Source: an optimization exercise on an open RTL-to-GDS flow (aim: small area, a short achievable clock period and few clock cycles per item). Production flows keep margins and buffers that such runs may drop.
In this exercise RTL edits were held to simulation tests only and were not proved equivalent to the original.
Power and IR drop assume default switching activity.

==> flow/design.v <==
module dpram_fifo #(
  parameter int VECTOR_LENGTH = 512,
  parameter int WORD_WIDTH    = 8,
  parameter int ADDR_WIDTH    = $clog2(VECTOR_LENGTH),
  parameter int LEVEL_WIDTH   = $clog2(VECTOR_LENGTH + 3)
) (
  input  logic                   clk_i,
  input  logic                   rst_i,
  input  logic                   clear_i,
  input  logic [WORD_WIDTH-1:0]  in_data_i,
  input  logic                   in_valid_i,
  output logic                   in_ready_o,
  output logic [WORD_WIDTH-1:0]  out_data_o,
  output logic                   out_valid_o,
  input  logic                   out_ready_i,
  output logic [LEVEL_WIDTH-1:0] level_o
);
  localparam int NQ     = 3;    
  localparam int DEPTH  = VECTOR_LENGTH - NQ;
  localparam int GSIZE  = 32;   
  localparam int NGRP   = VECTOR_LENGTH / GSIZE;
  localparam int LOBITS = $clog2(GSIZE);
  localparam int HIBITS = ADDR_WIDTH - LOBITS;
  logic                   flush_s;
  logic                   accept_s;
  logic                   pop_s;
  logic                   issue_s;
  logic [LEVEL_WIDTH-1:0] level_r;
  logic [LEVEL_WIDTH-1:0] level_inc_s;
  logic [LEVEL_WIDTH-1:0] level_dec_s;
  logic [LEVEL_WIDTH-1:0] level_s;
  logic                   full_r;
  logic                   not_full_r;    
  logic [WORD_WIDTH-1:0]  in_data_r;     
  logic                   in_we_r;
  logic [WORD_WIDTH-1:0]  mem_r [DEPTH];
  logic [ADDR_WIDTH-1:0]  raddr_r;       
  logic [7:0]             sel_a_r;       
  logic [3:0]             sel_b_r;       
  logic [GSIZE-1:0]       rsel_s;        
  logic                   ram_empty_r;
  logic [1:0]             stage_cnt_r;   
  logic [WORD_WIDTH-1:0]  part_s [NGRP];   
  logic [WORD_WIDTH-1:0]  part_r [NGRP];
  logic [HIBITS-1:0]      hi_r;
  logic                   v1_r;
  logic [WORD_WIDTH-1:0]  land_s;
  logic [WORD_WIDTH-1:0]  q_r [NQ];
  logic [1:0]             qn_r;
  logic                   qv_r;          
  logic [1:0]             qn_pop_s;
  logic [1:0]             qn_s;
  logic [WORD_WIDTH-1:0]  q_s [NQ];
  assign flush_s    = rst_i || clear_i;
  dpram_fifo_and3nn u_in_ready (
    .a_i (not_full_r),
    .b_n_i (rst_i),
    .c_n_i (clear_i),
    .y_o (in_ready_o)
  );
  dpram_fifo_and4nnn u_accept (
    .a_i (in_valid_i),
    .b_n_i (full_r),
    .c_n_i (rst_i),
    .d_n_i (clear_i),
    .y_o (accept_s)
  );
  assign pop_s      = qv_r && out_ready_i && !flush_s;
  dpram_fifo_incdec #(.W(LEVEL_WIDTH)) u_level_incdec (
    .a_i   (level_r),
    .inc_o (level_inc_s),
    .dec_o (level_dec_s)
  );
  always_comb begin
    case ({accept_s, pop_s})
      2'b10:   level_s = level_inc_s;
      2'b01:   level_s = level_dec_s;
      default: level_s = level_r;
    endcase
  end
  always_ff @(posedge clk_i) begin
    if (flush_s) begin
      level_r    <= '0;
      full_r     <= 1'b0;
      not_full_r <= 1'b1;
    end else begin
      level_r    <= level_s;
      full_r     <= level_s[LEVEL_WIDTH-1];
      not_full_r <= !level_s[LEVEL_WIDTH-1];
    end
  end
  always_ff @(posedge clk_i) begin
    in_data_r <= in_data_i;
    in_we_r   <= accept_s;
  end
  always_ff @(posedge clk_i) begin
    if (in_we_r) begin
      mem_r[0] <= in_data_r;
      for (int i = 1; i < DEPTH; i++) begin
        mem_r[i] <= mem_r[i-1];
      end
    end
  end
  assign issue_s = !ram_empty_r && (stage_cnt_r != 2'(NQ));
  always_ff @(posedge clk_i) begin
    if (flush_s) begin
      raddr_r     <= '1;
      sel_a_r     <= 8'h80;
      sel_b_r     <= 4'h8;
      ram_empty_r <= 1'b1;
      stage_cnt_r <= '0;
    end else begin
      raddr_r     <= raddr_r + ADDR_WIDTH'(in_we_r) - ADDR_WIDTH'(issue_s);
      if (in_we_r && !issue_s) begin
        sel_a_r <= {sel_a_r[6:0], sel_a_r[7]};
        if (sel_a_r[7]) begin
          sel_b_r <= {sel_b_r[2:0], sel_b_r[3]};
        end
      end else if (!in_we_r && issue_s) begin
        sel_a_r <= {sel_a_r[0], sel_a_r[7:1]};
        if (sel_a_r[0]) begin
          sel_b_r <= {sel_b_r[0], sel_b_r[3:1]};
        end
      end
      ram_empty_r <= in_we_r ? 1'b0 : (ram_empty_r || (issue_s && raddr_r == '0));
      stage_cnt_r <= stage_cnt_r + 2'(issue_s) - 2'(pop_s);
    end
  end
  always_comb begin
    for (int k = 0; k < GSIZE; k++) begin
      rsel_s[k] = sel_a_r[k % 8] && sel_b_r[k / 8];
    end
  end
  for (genvar g = 0; g < NGRP; g++) begin : g_grp
    for (genvar b = 0; b < WORD_WIDTH; b++) begin : g_bit
      logic [10:0] l1_s;
      logic [2:0]  l2_s;
      logic [31:0] d_s;
      for (genvar k = 0; k < 32; k++) begin : g_d
        if (g*GSIZE+k < DEPTH) begin : g_word
          assign d_s[k] = mem_r[g*GSIZE+k][b];
        end else begin : g_none
          assign d_s[k] = 1'b0;
        end
      end
      for (genvar t = 0; t < 10; t++) begin : g_l1
        if (g*GSIZE+3*t+2 < DEPTH) begin : g_full
          dpram_fifo_aoi222 u_aoi (
            .a1_i (rsel_s[3*t]),   .a2_i (d_s[3*t]),
            .b1_i (rsel_s[3*t+1]), .b2_i (d_s[3*t+1]),
            .c1_i (rsel_s[3*t+2]), .c2_i (d_s[3*t+2]),
            .y_o  (l1_s[t])
          );
        end else begin : g_part
          assign l1_s[t] = !((rsel_s[3*t] && d_s[3*t]) || (rsel_s[3*t+1] && d_s[3*t+1]) ||
                             (rsel_s[3*t+2] && d_s[3*t+2]));
        end
      end
      if (g*GSIZE+31 < DEPTH) begin : g_l1_full
        dpram_fifo_aoi22 u_aoi_last (
          .a1_i (rsel_s[30]), .a2_i (d_s[30]),
          .b1_i (rsel_s[31]), .b2_i (d_s[31]),
          .y_o  (l1_s[10])
        );
      end else begin : g_l1_part
        assign l1_s[10] = !((rsel_s[30] && d_s[30]) || (rsel_s[31] && d_s[31]));
      end
      dpram_fifo_nand4 u_l2_a (.a_i(l1_s[0]), .b_i(l1_s[1]), .c_i(l1_s[2]), .d_i(l1_s[3]),
                               .y_o(l2_s[0]));
      dpram_fifo_nand4 u_l2_b (.a_i(l1_s[4]), .b_i(l1_s[5]), .c_i(l1_s[6]), .d_i(l1_s[7]),
                               .y_o(l2_s[1]));
      dpram_fifo_nand3 u_l2_c (.a_i(l1_s[8]), .b_i(l1_s[9]), .c_i(l1_s[10]), .y_o(l2_s[2]));
      dpram_fifo_or3 u_l3 (.a_i(l2_s[0]), .b_i(l2_s[1]), .c_i(l2_s[2]), .y_o(part_s[g][b]));
    end
  end
  always_ff @(posedge clk_i) begin
    for (int g = 0; g < NGRP; g++) begin
      part_r[g] <= part_s[g];
    end
    hi_r <= raddr_r[ADDR_WIDTH-1:LOBITS];
    v1_r <= issue_s && !flush_s;
  end
  assign land_s   = part_r[hi_r];
  assign qn_pop_s = qn_r - 2'(pop_s);
  assign qn_s     = qn_pop_s + 2'(v1_r);
  for (genvar i = 0; i < NQ; i++) begin : g_q
    logic [1:0] sel_s;
    assign sel_s[1] = !(2'(i) < qn_pop_s);
    assign sel_s[0] = pop_s;
    dpram_fifo_qmux #(.W(WORD_WIDTH)) u_qmux (
      .sel_i  (sel_s),
      .hold_i (q_r[i]),
      .next_i (q_r[(i + 1) % NQ]),
      .land_i (land_s),
      .y_o    (q_s[i])
    );
  end
  always_ff @(posedge clk_i) begin
    for (int i = 0; i < NQ; i++) begin
      q_r[i] <= q_s[i];
    end
    if (flush_s) begin
      qn_r <= '0;
      qv_r <= 1'b0;
    end else begin
      qn_r <= qn_s;
      qv_r <= (qn_s != 2'd0);
    end
  end
  assign out_valid_o = qv_r;
  assign out_data_o  = q_r[0];
  assign level_o     = level_r;
endmodule
module dpram_fifo_incdec #(
  parameter int W = 10
) (
  input  logic [W-1:0] a_i,
  output logic [W-1:0] inc_o,
  output logic [W-1:0] dec_o
);
  assign inc_o = a_i + W'(1);
  assign dec_o = a_i - W'(1);
endmodule
module dpram_fifo_aoi222 (
  input  logic a1_i, a2_i, b1_i, b2_i, c1_i, c2_i,
  output logic y_o
);
  assign y_o = !((a1_i && a2_i) || (b1_i && b2_i) || (c1_i && c2_i));
endmodule
module dpram_fifo_nand4 (
  input  logic a_i, b_i, c_i, d_i,
  output logic y_o
);
  assign y_o = !(a_i && b_i && c_i && d_i);
endmodule
module dpram_fifo_qmux #(
  parameter int W = 8
) (
  input  logic [1:0]   sel_i,
  input  logic [W-1:0] hold_i,
  input  logic [W-1:0] next_i,
  input  logic [W-1:0] land_i,
  output logic [W-1:0] y_o
);
  assign y_o = sel_i[1] ? land_i : (sel_i[0] ? next_i : hold_i);
endmodule
module dpram_fifo_and3nn (
  input  logic a_i, b_n_i, c_n_i,
  output logic y_o
);
  assign y_o = a_i && !b_n_i && !c_n_i;
endmodule
module dpram_fifo_and4nnn (
  input  logic a_i, b_n_i, c_n_i, d_n_i,
  output logic y_o
);
  assign y_o = a_i && !b_n_i && !c_n_i && !d_n_i;
endmodule
module dpram_fifo_aoi22 (
  input  logic a1_i, a2_i, b1_i, b2_i,
  output logic y_o
);
  assign y_o = !((a1_i && a2_i) || (b1_i && b2_i));
endmodule
module dpram_fifo_nand3 (
  input  logic a_i, b_i, c_i,
  output logic y_o
);
  assign y_o = !(a_i && b_i && c_i);
endmodule
module dpram_fifo_or3 (
  input  logic a_i, b_i, c_i,
  output logic y_o
);
  assign y_o = a_i || b_i || c_i;
endmodule
export LEC_CHECK = 0
export CAP_MARGIN = 20
export CORE_MARGIN = 2
export CORE_UTILIZATION = 50
export CTS_CLUSTER_DIAMETER = 80
export CTS_CLUSTER_SIZE = 24
export SETUP_SLACK_MARGIN = 2.2
export SLEW_MARGIN = 20
export SYNTH_HIERARCHICAL = 1
export SYNTH_MINIMUM_KEEP_SIZE = 0
export TNS_END_PERCENT = 0
create_clock -name core_clock -period 4.5 [get_ports {clk_i}]
run.sh (not shown) runs the stock make flow with config.mk's settings and CLKGATE_MAP_FILE= SYNTH_SCRIPT=/design/flow/synth_recipe.tcl, a recipe that flattens the netlist after the stock synthesis.
Testbench counts at the start, summed over its fixed seeds: cycles 83,234, items 48,000.
Change:
TNS_END_PERCENT = unset   (was 0)
Outcome:
- sequential power hardly moves
- global-route usage climbs by 1.5 points
- routed wire length came out higher by 0.64%
- via count rises by 0.66%
- core utilization rose by 0.47 points
- count of clock-buffer cells in the layout goes down by 5
- power is about the same
- die area stays the same
- final area grows by 0.86%

## static timing again, ports no longer ideal
Ports are ideal in the flow. The routed layouts listed here were re-timed in OpenROAD.
Step 1, drivers: a clkbuf_16 drives clk_i and a buf_2 each remaining input, both assumed.
Step 2, shift: input delay + t, output delay - t, t = (earliest + latest rising clock arrival at the registers) / 2. This alone moves slack from input paths to output paths.
Three values: no drivers, after step 1, after step 2; two values: the first two.
run	shift t [ns]	slack for setup (ns)	worst setup path after step 2
the first run	1.004	1.953 / 1.942 / 1.219	input to register
the second run	1.002	2.096 / 2.000 / 1.287	input to register
After both steps setup and hold are still met in every run listed. For the second run, which loses most, drivers alone change the setup slack by -0.096 ns; drivers and shift together by -0.809 ns.
